Source: an optimization exercise on an open RTL-to-GDS flow (aim: small area and a short achievable clock period). Production flows keep margins and buffers that such runs may drop.
Where RTL was checked, it was by simulation tests only, not by an equivalence proof against the original.
Power and IR drop assume default switching activity.

==> inputs of try-pepper <==
==> flow/design.v <==
package rv_decode_pkg;
   localparam int unsigned NUM_TYPES = 23;
   localparam int unsigned NUM_FMTS  = 5;
   localparam int unsigned NUM_CNT   = 30;
   localparam int unsigned TYPE_JAL   = 22;
   localparam int unsigned TYPE_JALR  = 21;
   localparam int unsigned TYPE_BEQ   = 20;
   localparam int unsigned TYPE_BNE   = 19;
   localparam int unsigned TYPE_LW    = 18;
   localparam int unsigned TYPE_SW    = 17;
   localparam int unsigned TYPE_ADDI  = 16;
   localparam int unsigned TYPE_SLTI  = 15;
   localparam int unsigned TYPE_SLTIU = 14;
   localparam int unsigned TYPE_XORI  = 13;
   localparam int unsigned TYPE_ORI   = 12;
   localparam int unsigned TYPE_ANDI  = 11;
   localparam int unsigned TYPE_SLLI  = 10;
   localparam int unsigned TYPE_SRLI  = 9;
   localparam int unsigned TYPE_ADD   = 8;
   localparam int unsigned TYPE_SUB   = 7;
   localparam int unsigned TYPE_SLL   = 6;
   localparam int unsigned TYPE_SLT   = 5;
   localparam int unsigned TYPE_SLTU  = 4;
   localparam int unsigned TYPE_XOR   = 3;
   localparam int unsigned TYPE_SRL   = 2;
   localparam int unsigned TYPE_OR    = 1;
   localparam int unsigned TYPE_AND   = 0;
   localparam int unsigned FMT_J = 0;
   localparam int unsigned FMT_B = 1;
   localparam int unsigned FMT_S = 2;
   localparam int unsigned FMT_I = 3;
   localparam int unsigned FMT_R = 4;
   localparam logic [NUM_TYPES*3-1:0] TYPE_FMT_LUT = {
      3'(FMT_J),                                                
      3'(FMT_I),                                                
      3'(FMT_B), 3'(FMT_B),                                     
      3'(FMT_I),                                                
      3'(FMT_S),                                                
      3'(FMT_I), 3'(FMT_I), 3'(FMT_I), 3'(FMT_I),               
      3'(FMT_I), 3'(FMT_I), 3'(FMT_I), 3'(FMT_I),               
      3'(FMT_R), 3'(FMT_R), 3'(FMT_R), 3'(FMT_R), 3'(FMT_R),    
      3'(FMT_R), 3'(FMT_R), 3'(FMT_R), 3'(FMT_R)                
   };
   localparam int unsigned SEL_FMT_BASE = 23;
   localparam int unsigned SEL_TOTAL    = 28;
   localparam int unsigned SEL_ERR      = 29;
   function automatic logic [NUM_FMTS-1:0] fmt_onehot(input logic [2:0] fmt_idx);
      fmt_onehot = NUM_FMTS'(1) << fmt_idx;
   endfunction
endpackage
module sat_counter #(
   parameter int unsigned CNT_W = 16
) (
   input  logic             clk,
   input  logic             inc,
   input  logic             zero,
   output logic [CNT_W-1:0] q
);
   localparam int unsigned NG = CNT_W / 4;
   logic [CNT_W-1:0] cnt_q, cnt_d, tgl;
   logic [CNT_W-1:0] loc;      
   logic [NG:0]      grp;      
   logic [NG-1:0]    go;       
   logic             step;
   always_comb begin
      grp[0] = 1'b1;
      for (int unsigned k = 0; k < NG; k++) begin
         loc[4*k]   = 1'b1;
         loc[4*k+1] = cnt_q[4*k];
         loc[4*k+2] = cnt_q[4*k] & cnt_q[4*k+1];
         loc[4*k+3] = cnt_q[4*k] & cnt_q[4*k+1] & cnt_q[4*k+2];
         grp[k+1]   = grp[k] & (&cnt_q[4*k +: 4]);
      end
      step = inc & ~grp[NG];
      for (int unsigned k = 0; k < NG; k++) go[k] = step & grp[k];
      for (int unsigned i = 0; i < CNT_W; i++) tgl[i] = go[i/4] & loc[i];
      cnt_d = (cnt_q ^ tgl) & {CNT_W{~zero}};
      cnt_d[0] = zero ? inc : (cnt_q[0] ^ step);
   end
   always_ff @(posedge clk) begin
      cnt_q <= cnt_d;
   end
   assign q = cnt_q;
endmodule
module sat_counter_bank #(
   parameter int unsigned N     = 23,
   parameter int unsigned CNT_W = 16
) (
   input  logic                    clk,
   input  logic [N-1:0]            sel,
   input  logic [N-1:0]            inc,
   input  logic                    zero,
   output logic [N-1:0][CNT_W-1:0] q
);
   logic [N-1:0][CNT_W-1:0] cnt_q;
   logic [CNT_W-1:0]        cur, nxt;
   always_comb begin
      cur = '0;
      for (int unsigned j = 0; j < N; j++) begin
         cur = cur | (cnt_q[j] & {CNT_W{sel[j]}});
      end
      if (zero)            nxt = CNT_W'(1);
      else if (cur == '1)  nxt = cur;
      else                 nxt = cur + CNT_W'(1);
   end
   always_ff @(posedge clk) begin
      for (int unsigned j = 0; j < N; j++) begin
         if (inc[j] || zero) begin
            cnt_q[j][CNT_W-1:1] <= nxt[CNT_W-1:1] & {(CNT_W-1){~zero}};
            cnt_q[j][0]         <= nxt[0] & (inc[j] | ~zero);
         end
      end
   end
   assign q = cnt_q;
endmodule
module instr_mix_profiler #(
   parameter int unsigned CNT_W = 16
) (
   input  logic             clk,
   input  logic             rst,
   input  logic             in_valid,
   input  logic [22:0]      instruction_type,
   input  logic [4:0]       instruction_format,
   input  logic             clear,
   input  logic             rd_en,
   input  logic [4:0]       rd_sel,
   output logic             rd_valid,
   output logic [CNT_W-1:0] rd_data,
   output logic             rd_err
);
   localparam int unsigned NUM_TYPES = 23;
   localparam int unsigned NUM_FMTS  = 5;
   localparam int unsigned NUM_PHYS  = 28;
   logic [NUM_TYPES-1:0] s1_type_q;
   logic                 s1_legal_q;
   logic [3:0]           s1_grp_inc_q;    
   logic                 clr_pend_q;
   logic             rd_valid_q;
   logic [CNT_W-1:0] rd_data_q, rd_data_d;
   logic             rd_err_q;
   logic [NUM_FMTS-1:0]            grp;
   logic [1:0]                     t_am;
   logic                           take, is_bubble, is_legal, is_err;
   logic [NUM_TYPES-1:0]           type_inc;
   logic [NUM_PHYS-1:0][CNT_W-1:0] cnt;
   logic [31:0]                    sel_hot;
   logic [NUM_PHYS-1:0]            pick;
   logic                           hold;
   function automatic logic [1:0] any_multi(input logic [31:0] x);
      logic [31:0] a, m;
      a = x;
      m = '0;
      for (int w = 16; w >= 1; w = w / 2) begin
         for (int i = 0; i < w; i++) begin
            m[i] = m[2*i] | m[2*i+1] | (a[2*i] & a[2*i+1]);
            a[i] = a[2*i] | a[2*i+1];
         end
      end
      any_multi = {m[0], a[0]};
   endfunction
   always_comb begin
      t_am   = any_multi({9'd0, instruction_type});
      grp[0] = instruction_type[22];
      grp[1] = instruction_type[20] | instruction_type[19];
      grp[2] = instruction_type[17];
      grp[3] = instruction_type[21] | instruction_type[18] | (|instruction_type[16:9]);
      grp[4] = |instruction_type[8:0];
      take      = in_valid && !clear && !rst;
      is_bubble = (instruction_type == '0) && (instruction_format == '0);
      is_legal  = take && t_am[0] && !t_am[1] && (instruction_format == grp);
      is_err    = take && !is_bubble && !is_legal;
   end
   always_comb begin
      type_inc = s1_type_q & {NUM_TYPES{s1_legal_q}};
   end
   sat_counter_bank #(
      .N     (NUM_TYPES),
      .CNT_W (CNT_W)
   ) u_types (
      .clk  (clk),
      .sel  (s1_type_q),
      .inc  (type_inc),
      .zero (clr_pend_q),
      .q    (cnt[NUM_TYPES-1:0])
   );
   sat_counter_bank #(
      .N     (4),
      .CNT_W (CNT_W)
   ) u_fmt_err (
      .clk  (clk),
      .sel  (s1_grp_inc_q),
      .inc  (s1_grp_inc_q),
      .zero (clr_pend_q),
      .q    (cnt[26:23])
   );
   sat_counter #(
      .CNT_W (CNT_W)
   ) u_total (
      .clk  (clk),
      .inc  (s1_legal_q),
      .zero (clr_pend_q),
      .q    (cnt[27])
   );
   always_comb begin
      for (int unsigned i = 0; i < 32; i++) begin
         sel_hot[i] = rd_en && !rst && !clr_pend_q && (rd_sel == 5'(i));
      end
      for (int unsigned i = 0; i < NUM_TYPES; i++) pick[i] = sel_hot[i];
      pick[22] = sel_hot[22] | sel_hot[23];
      pick[17] = sel_hot[17] | sel_hot[25];
      pick[23] = sel_hot[24];
      pick[24] = sel_hot[26];
      pick[25] = sel_hot[27];
      pick[26] = sel_hot[29];
      pick[27] = sel_hot[28];
      hold = !rd_en && !rst;
      rd_data_d = rd_data_q & {CNT_W{hold}};
      for (int unsigned i = 0; i < NUM_PHYS; i++) begin
         rd_data_d = rd_data_d | (cnt[i] & {CNT_W{pick[i]}});
      end
   end
   always_ff @(posedge clk) begin
      s1_type_q    <= instruction_type;
      s1_legal_q   <= is_legal;
      s1_grp_inc_q <= {is_err, instruction_format[4] & is_legal,
                       instruction_format[3] & is_legal, instruction_format[1] & is_legal};
      clr_pend_q   <= rst | clear;
      rd_data_q    <= rd_data_d;
      if (rst) begin
         rd_valid_q <= 1'b0;
         rd_err_q   <= 1'b0;
      end else begin
         rd_valid_q <= rd_en;
         rd_err_q   <= rd_en & (&rd_sel[4:1]);
      end
   end
   assign rd_valid = rd_valid_q;
   assign rd_data  = rd_data_q;
   assign rd_err   = rd_err_q;
endmodule
==> flow/run.sh <==
#!/bin/bash
# synth_recipe.tcl (not shown) runs the flow's synth.tcl, then flattens the netlist and writes it again
# the make line also repeats each setting of config.mk as NAME=value (left out here)
make -C /OpenROAD-flow-scripts/flow DESIGN_CONFIG=/design/flow/config.mk WORK_HOME=/design/flow/orfs CLKGATE_MAP_FILE= SYNTH_SCRIPT=/design/flow/synth_recipe.tcl finish
==> flow/config.mk <==
export PLATFORM = sky130hd
export DESIGN_NAME = instr_mix_profiler
export DESIGN_NICKNAME = instr_mix_profiler
export VERILOG_FILES = /design/flow/design.v
export SDC_FILE = /design/flow/constraint.sdc
export NUM_CORES = 4
export LEC_CHECK = 0
export CAP_MARGIN = 20
export CORE_MARGIN = 2
export CORE_UTILIZATION = 45
export SETUP_SLACK_MARGIN = 4.9
export SLEW_MARGIN = 20
==> flow/constraint.sdc <==
create_clock -name core_clock -period 7.5 [get_ports {clk}]
set_input_delay 1.5000 -clock core_clock [delete_from_list [all_inputs] [get_ports {clk}]]
set_output_delay 1.5000 -clock core_clock [all_outputs]
set_load 0.01 [all_outputs]
==> try-juniper: changes against try-pepper <==
==> flow/design.v, changed modules only <==
module sat_counter_bank #(
   parameter int unsigned N     = 23,
   parameter int unsigned CNT_W = 16
) (
   input  logic                    clk,
   input  logic [N-1:0]            sel,
   input  logic [N-1:0]            inc,
   input  logic                    zero,
   output logic [N-1:0][CNT_W-1:0] q
);
   logic [N-1:0][CNT_W-1:0] cnt_q;
   logic [CNT_W-1:0]        cur, nxt;
   logic [CNT_W:0]          pre;    
   assign pre[0] = 1'b1;
   for (genvar i = 1; i <= CNT_W; i++) begin : g_pre
      assign pre[i] = &cur[i-1:0];
   end
   always_comb begin
      cur = '0;
      for (int unsigned j = 0; j < N; j++) begin
         cur = cur | (cnt_q[j] & {CNT_W{sel[j]}});
      end
      for (int unsigned i = 0; i < CNT_W; i++) begin
         nxt[i] = cur[i] ? (pre[CNT_W] | ~pre[i]) : pre[i];
      end
   end
   always_ff @(posedge clk) begin
      for (int unsigned j = 0; j < N; j++) begin
         if (inc[j] || zero) begin
            cnt_q[j] <= nxt & {CNT_W{~zero}};
         end
      end
   end
   assign q = cnt_q;
endmodule
module instr_mix_profiler #(
   parameter int unsigned CNT_W = 16
) (
   input  logic             clk,
   input  logic             rst,
   input  logic             in_valid,
   input  logic [22:0]      instruction_type,
   input  logic [4:0]       instruction_format,
   input  logic             clear,
   input  logic             rd_en,
   input  logic [4:0]       rd_sel,
   output logic             rd_valid,
   output logic [CNT_W-1:0] rd_data,
   output logic             rd_err
);
   localparam int unsigned NUM_TYPES = 23;
   localparam int unsigned NUM_FMTS  = 5;
   localparam int unsigned NUM_PHYS  = 28;
   logic [NUM_TYPES-1:0] s1_type_q;
   logic                 s1_legal_q;
   logic [3:0]           s1_grp_inc_q;    
   logic                 clr_pend_q;
   logic             rd_valid_q;
   logic [CNT_W-1:0] rd_data_q, rd_data_d;
   logic             rd_err_q;
   logic [NUM_FMTS-1:0]            grp;
   logic [1:0]                     t_am;
   logic                           take, is_bubble, is_legal, is_err;
   logic [NUM_TYPES-1:0]           type_inc;
   logic [NUM_PHYS-1:0][CNT_W-1:0] cnt;
   logic [31:0]                    sel_hot;
   logic [NUM_PHYS-1:0]            pick;
   function automatic logic [1:0] any_multi(input logic [31:0] x);
      logic [31:0] a, m;
      a = x;
      m = '0;
      for (int w = 16; w >= 1; w = w / 2) begin
         for (int i = 0; i < w; i++) begin
            m[i] = m[2*i] | m[2*i+1] | (a[2*i] & a[2*i+1]);
            a[i] = a[2*i] | a[2*i+1];
         end
      end
      any_multi = {m[0], a[0]};
   endfunction
   logic [NUM_FMTS-1:0] g_any, g_multi, g_use;
   logic [1:0]          u_am;
   always_comb begin
      t_am = any_multi({30'd0, instruction_type[20:19]});
      g_any[1] = t_am[0];  g_multi[1] = t_am[1];
      t_am = any_multi({22'd0, instruction_type[21], instruction_type[18], instruction_type[16:9]});
      g_any[3] = t_am[0];  g_multi[3] = t_am[1];
      t_am = any_multi({23'd0, instruction_type[8:0]});
      g_any[4] = t_am[0];  g_multi[4] = t_am[1];
      g_any[0] = instruction_type[22];  g_multi[0] = 1'b0;
      g_any[2] = instruction_type[17];  g_multi[2] = 1'b0;
      g_use = g_any | instruction_format;
      u_am  = any_multi({27'd0, g_use});
      take      = in_valid && !clear && !rst;
      is_bubble = !u_am[0];
      is_legal  = take && !u_am[1] && (|(instruction_format & g_any & ~g_multi));
      is_err    = take && u_am[0] && !is_legal;
   end
   always_comb begin
      type_inc = s1_type_q & {NUM_TYPES{s1_legal_q}};
   end
   sat_counter_bank #(
      .N     (NUM_TYPES),
      .CNT_W (CNT_W)
   ) u_types (
      .clk  (clk),
      .sel  (s1_type_q),
      .inc  (type_inc),
      .zero (clr_pend_q),
      .q    (cnt[NUM_TYPES-1:0])
   );
   sat_counter_bank #(
      .N     (4),
      .CNT_W (CNT_W)
   ) u_fmt_err (
      .clk  (clk),
      .sel  (s1_grp_inc_q),
      .inc  (s1_grp_inc_q),
      .zero (clr_pend_q),
      .q    (cnt[26:23])
   );
   sat_counter #(
      .CNT_W (CNT_W)
   ) u_total (
      .clk  (clk),
      .inc  (s1_legal_q),
      .zero (clr_pend_q),
      .q    (cnt[27])
   );
   logic [CNT_W-1:0] sel_val;
   always_comb begin
      for (int unsigned i = 0; i < 32; i++) begin
         sel_hot[i] = !clr_pend_q && (rd_sel == 5'(i));
      end
      for (int unsigned i = 0; i < NUM_TYPES; i++) pick[i] = sel_hot[i];
      pick[22] = sel_hot[22] | sel_hot[23];
      pick[17] = sel_hot[17] | sel_hot[25];
      pick[23] = sel_hot[24];
      pick[24] = sel_hot[26];
      pick[25] = sel_hot[27];
      pick[26] = sel_hot[29];
      pick[27] = sel_hot[28];
      sel_val = '0;
      for (int unsigned i = 0; i < NUM_PHYS; i++) begin
         sel_val = sel_val | (cnt[i] & {CNT_W{pick[i]}});
      end
      rd_data_d = rst ? '0 : rd_en ? sel_val : rd_data_q;
   end
   always_ff @(posedge clk) begin
      s1_type_q    <= instruction_type;
      s1_legal_q   <= is_legal;
      s1_grp_inc_q <= {is_err, instruction_format[4] & is_legal,
                       instruction_format[3] & is_legal, instruction_format[1] & is_legal};
      clr_pend_q   <= rst | clear;
      rd_data_q    <= rd_data_d;
      if (rst) begin
         rd_valid_q <= 1'b0;
         rd_err_q   <= 1'b0;
      end else begin
         rd_valid_q <= rd_en;
         rd_err_q   <= rd_en & (&rd_sel[4:1]);
      end
   end
   assign rd_valid = rd_valid_q;
   assign rd_data  = rd_data_q;
   assign rd_err   = rd_err_q;
endmodule
==> flow/flow/run.sh (new file) <==
#!/bin/bash
# The standard layout (standard synthesis unchanged), with two changes:
# the port buffers are sky130_fd_sc_hd__buf_2 instead of the delay-cell
# buffer buffer_ports picks by default, and clock tree synthesis builds the
# tree from sky130_fd_sc_hd__clkbuf_4 in clusters of up to 10 sinks and
# inserts no dummy loads. make's output goes to standard.log here; each
# tool's full output also goes to ORFS's own logs under orfs/logs.
export BUFFER_PORTS_ARGS="-buffer_cell sky130_fd_sc_hd__buf_2"
export CTS_ARGS="-sink_clustering_enable -repair_clock_nets -sink_clustering_size 10 -sink_clustering_max_diameter 45 -dont_use_dummy_load -buf_list sky130_fd_sc_hd__clkbuf_4"
bash standard.sh > standard.log 2>&1
==> flow/standard.sh (new file) <==
#!/bin/bash
# synth_recipe.tcl (not shown) runs the flow's synth.tcl, then flattens the netlist and writes it again
# the make line also repeats each setting of config.mk as NAME=value (left out here)
make -C /OpenROAD-flow-scripts/flow DESIGN_CONFIG=/design/flow/config.mk WORK_HOME=/design/flow/orfs CLKGATE_MAP_FILE= SYNTH_SCRIPT=/design/flow/synth_recipe.tcl "${@:-finish}"
CORE_UTILIZATION = 50   (was 45)
CTS_CLUSTER_DIAMETER = 60   (was not set)
CTS_CLUSTER_SIZE = 16   (was not set)
SETUP_SLACK_MARGIN = 4.8   (was 4.9)
TNS_END_PERCENT = 0   (was not set)
removed: flow/run.sh
==> try-onyx: changes against try-pepper <==
==> flow/design.v, changed modules only <==
module sat_counter_bank #(
   parameter int unsigned N     = 23,
   parameter int unsigned CNT_W = 16
) (
   input  logic                    clk,
   input  logic [N-1:0]            sel,
   input  logic [N-1:0]            inc,
   input  logic                    zero,
   output logic [N-1:0][CNT_W-1:0] q
);
   logic [N-1:0][CNT_W-1:0] cnt_q;
   logic [CNT_W-1:0]        cur, nxt;
   logic [CNT_W:0]          pre;    
   assign pre[0] = 1'b1;
   for (genvar i = 1; i <= CNT_W; i++) begin : g_pre
      assign pre[i] = &cur[i-1:0];
   end
   always_comb begin
      cur = '0;
      for (int unsigned j = 0; j < N; j++) begin
         cur = cur | (cnt_q[j] & {CNT_W{sel[j]}});
      end
      for (int unsigned i = 0; i < CNT_W; i++) begin
         nxt[i] = cur[i] ? (pre[CNT_W] | ~pre[i]) : pre[i];
      end
   end
   always_ff @(posedge clk) begin
      for (int unsigned j = 0; j < N; j++) begin
         if (inc[j] || zero) begin
            cnt_q[j] <= nxt & {CNT_W{~zero}};
         end
      end
   end
   assign q = cnt_q;
endmodule
module instr_mix_profiler #(
   parameter int unsigned CNT_W = 16
) (
   input  logic             clk,
   input  logic             rst,
   input  logic             in_valid,
   input  logic [22:0]      instruction_type,
   input  logic [4:0]       instruction_format,
   input  logic             clear,
   input  logic             rd_en,
   input  logic [4:0]       rd_sel,
   output logic             rd_valid,
   output logic [CNT_W-1:0] rd_data,
   output logic             rd_err
);
   localparam int unsigned NUM_TYPES = 23;
   localparam int unsigned NUM_FMTS  = 5;
   localparam int unsigned NUM_PHYS  = 28;
   logic [NUM_TYPES-1:0] s1_type_q;
   logic                 s1_legal_q;
   logic [3:0]           s1_grp_inc_q;    
   logic                 clr_pend_q;
   logic             rd_valid_q;
   logic [CNT_W-1:0] rd_data_q, rd_data_d;
   logic             rd_err_q;
   logic [NUM_FMTS-1:0]            grp;
   logic [1:0]                     t_am;
   logic                           take, is_bubble, is_legal, is_err;
   logic [NUM_TYPES-1:0]           type_inc;
   logic [NUM_PHYS-1:0][CNT_W-1:0] cnt;
   logic [31:0]                    sel_hot;
   logic [NUM_PHYS-1:0]            pick;
   function automatic logic [1:0] any_multi(input logic [31:0] x);
      logic [31:0] a, m;
      a = x;
      m = '0;
      for (int w = 16; w >= 1; w = w / 2) begin
         for (int i = 0; i < w; i++) begin
            m[i] = m[2*i] | m[2*i+1] | (a[2*i] & a[2*i+1]);
            a[i] = a[2*i] | a[2*i+1];
         end
      end
      any_multi = {m[0], a[0]};
   endfunction
   logic [NUM_FMTS-1:0] g_any, g_multi, g_use;
   logic [1:0]          u_am;
   always_comb begin
      t_am = any_multi({30'd0, instruction_type[20:19]});
      g_any[1] = t_am[0];  g_multi[1] = t_am[1];
      t_am = any_multi({22'd0, instruction_type[21], instruction_type[18], instruction_type[16:9]});
      g_any[3] = t_am[0];  g_multi[3] = t_am[1];
      t_am = any_multi({23'd0, instruction_type[8:0]});
      g_any[4] = t_am[0];  g_multi[4] = t_am[1];
      g_any[0] = instruction_type[22];  g_multi[0] = 1'b0;
      g_any[2] = instruction_type[17];  g_multi[2] = 1'b0;
      g_use = g_any | instruction_format;
      u_am  = any_multi({27'd0, g_use});
      take      = in_valid && !clear && !rst;
      is_bubble = !u_am[0];
      is_legal  = take && !u_am[1] && (|(instruction_format & g_any & ~g_multi));
      is_err    = take && u_am[0] && !is_legal;
   end
   always_comb begin
      type_inc = s1_type_q & {NUM_TYPES{s1_legal_q}};
   end
   sat_counter_bank #(
      .N     (NUM_TYPES),
      .CNT_W (CNT_W)
   ) u_types (
      .clk  (clk),
      .sel  (s1_type_q),
      .inc  (type_inc),
      .zero (clr_pend_q),
      .q    (cnt[NUM_TYPES-1:0])
   );
   sat_counter_bank #(
      .N     (4),
      .CNT_W (CNT_W)
   ) u_fmt_err (
      .clk  (clk),
      .sel  (s1_grp_inc_q),
      .inc  (s1_grp_inc_q),
      .zero (clr_pend_q),
      .q    (cnt[26:23])
   );
   sat_counter #(
      .CNT_W (CNT_W)
   ) u_total (
      .clk  (clk),
      .inc  (s1_legal_q),
      .zero (clr_pend_q),
      .q    (cnt[27])
   );
   logic [CNT_W-1:0] sel_val;
   always_comb begin
      for (int unsigned i = 0; i < 32; i++) begin
         sel_hot[i] = !clr_pend_q && (rd_sel == 5'(i));
      end
      for (int unsigned i = 0; i < NUM_TYPES; i++) pick[i] = sel_hot[i];
      pick[22] = sel_hot[22] | sel_hot[23];
      pick[17] = sel_hot[17] | sel_hot[25];
      pick[23] = sel_hot[24];
      pick[24] = sel_hot[26];
      pick[25] = sel_hot[27];
      pick[26] = sel_hot[29];
      pick[27] = sel_hot[28];
      sel_val = '0;
      for (int unsigned i = 0; i < NUM_PHYS; i++) begin
         sel_val = sel_val | (cnt[i] & {CNT_W{pick[i]}});
      end
      rd_data_d = rst ? '0 : rd_en ? sel_val : rd_data_q;
   end
   always_ff @(posedge clk) begin
      s1_type_q    <= instruction_type;
      s1_legal_q   <= is_legal;
      s1_grp_inc_q <= {is_err, instruction_format[4] & is_legal,
                       instruction_format[3] & is_legal, instruction_format[1] & is_legal};
      clr_pend_q   <= rst | clear;
      rd_data_q    <= rd_data_d;
      if (rst) begin
         rd_valid_q <= 1'b0;
         rd_err_q   <= 1'b0;
      end else begin
         rd_valid_q <= rd_en;
         rd_err_q   <= rd_en & (&rd_sel[4:1]);
      end
   end
   assign rd_valid = rd_valid_q;
   assign rd_data  = rd_data_q;
   assign rd_err   = rd_err_q;
endmodule
==> flow/flow/run.sh (new file) <==
#!/bin/bash
# The standard layout (standard synthesis unchanged), with two changes:
# the port buffers are sky130_fd_sc_hd__buf_2 instead of the delay-cell
# buffer buffer_ports picks by default, and clock tree synthesis builds the
# tree from sky130_fd_sc_hd__clkbuf_4 in clusters of up to 8 sinks and
# inserts no dummy loads. make's output goes to standard.log here; each
# tool's full output also goes to ORFS's own logs under orfs/logs.
export BUFFER_PORTS_ARGS="-buffer_cell sky130_fd_sc_hd__buf_2"
export CTS_ARGS="-sink_clustering_enable -repair_clock_nets -sink_clustering_size 8 -sink_clustering_max_diameter 40 -dont_use_dummy_load -buf_list sky130_fd_sc_hd__clkbuf_4"
bash standard.sh > standard.log 2>&1
==> flow/standard.sh (new file) <==
#!/bin/bash
# synth_recipe.tcl (not shown) runs the flow's synth.tcl, then flattens the netlist and writes it again
# the make line also repeats each setting of config.mk as NAME=value (left out here)
make -C /OpenROAD-flow-scripts/flow DESIGN_CONFIG=/design/flow/config.mk WORK_HOME=/design/flow/orfs CLKGATE_MAP_FILE= SYNTH_SCRIPT=/design/flow/synth_recipe.tcl "${@:-finish}"
CORE_UTILIZATION = 55   (was 45)
CTS_CLUSTER_DIAMETER = 60   (was not set)
CTS_CLUSTER_SIZE = 16   (was not set)
SETUP_SLACK_MARGIN = 4.8   (was 4.9)
TNS_END_PERCENT = 0   (was not set)
removed: flow/run.sh
==> run notes <==
status=complete, no violations; Post-Place Worst Slack=3.65 ns; clock group power=0.00131 W; Max FO, Critical Path=52; Rel. slew slack=26.1%; final core occ=55.9%; total CTS buffers=68
The numbers above come from try-juniper.

==> run notes <==
status=complete, no violations; Post-Place Worst Slack=3.21 ns; Max FO, Critical Path=12; Rel. slew slack=41.2%
The numbers above come from try-onyx.

==> run notes <==
status=complete, no violations; total CTS buffers=53; Rel. slew slack=41.3%; final core occ=65.9%; Max FO, Critical Path=6; Post-Place Worst Slack=2.78 ns
The numbers above come from try-pepper.

Only the layout flow was run in try-pepper; the RTL was not checked for function there.

[static timing again, ports no longer ideal]
The flow's constraints put no driver on any port. The routed layouts listed below were extracted and timed again, unchanged, in two steps. Step 1 assumes that a clkbuf_16 drives the clock port and a buf_2 every other input. Step 2 adds t to the input delays and takes it off the output delays; t is the mean of the earliest and latest rising clock arrival at the registers after step 1. Input paths then give back, and output paths get back, about the clock's delay inside the block. Three values: ideal ports, drivers, drivers and shift; two values: the first two.
run | t, ns | setup WS [ns] | worst setup path after step 2 | latest minus earliest clock arrival (ns)
try-pepper | 0.695 | 4.361 / 4.361 / 3.852 | input to register | 0.030 / 0.030
try-juniper | 0.875 | 4.493 / 4.493 / 3.644 | input to register | 0.103 / 0.103
try-onyx | 0.863 | 4.426 / 4.456 / 3.594 | input to register | 0.099 / 0.099
After both steps every run listed still meets setup and hold. For try-juniper, which loses most, drivers alone change the setup slack by 0.000 ns; drivers and shift together by -0.849 ns.
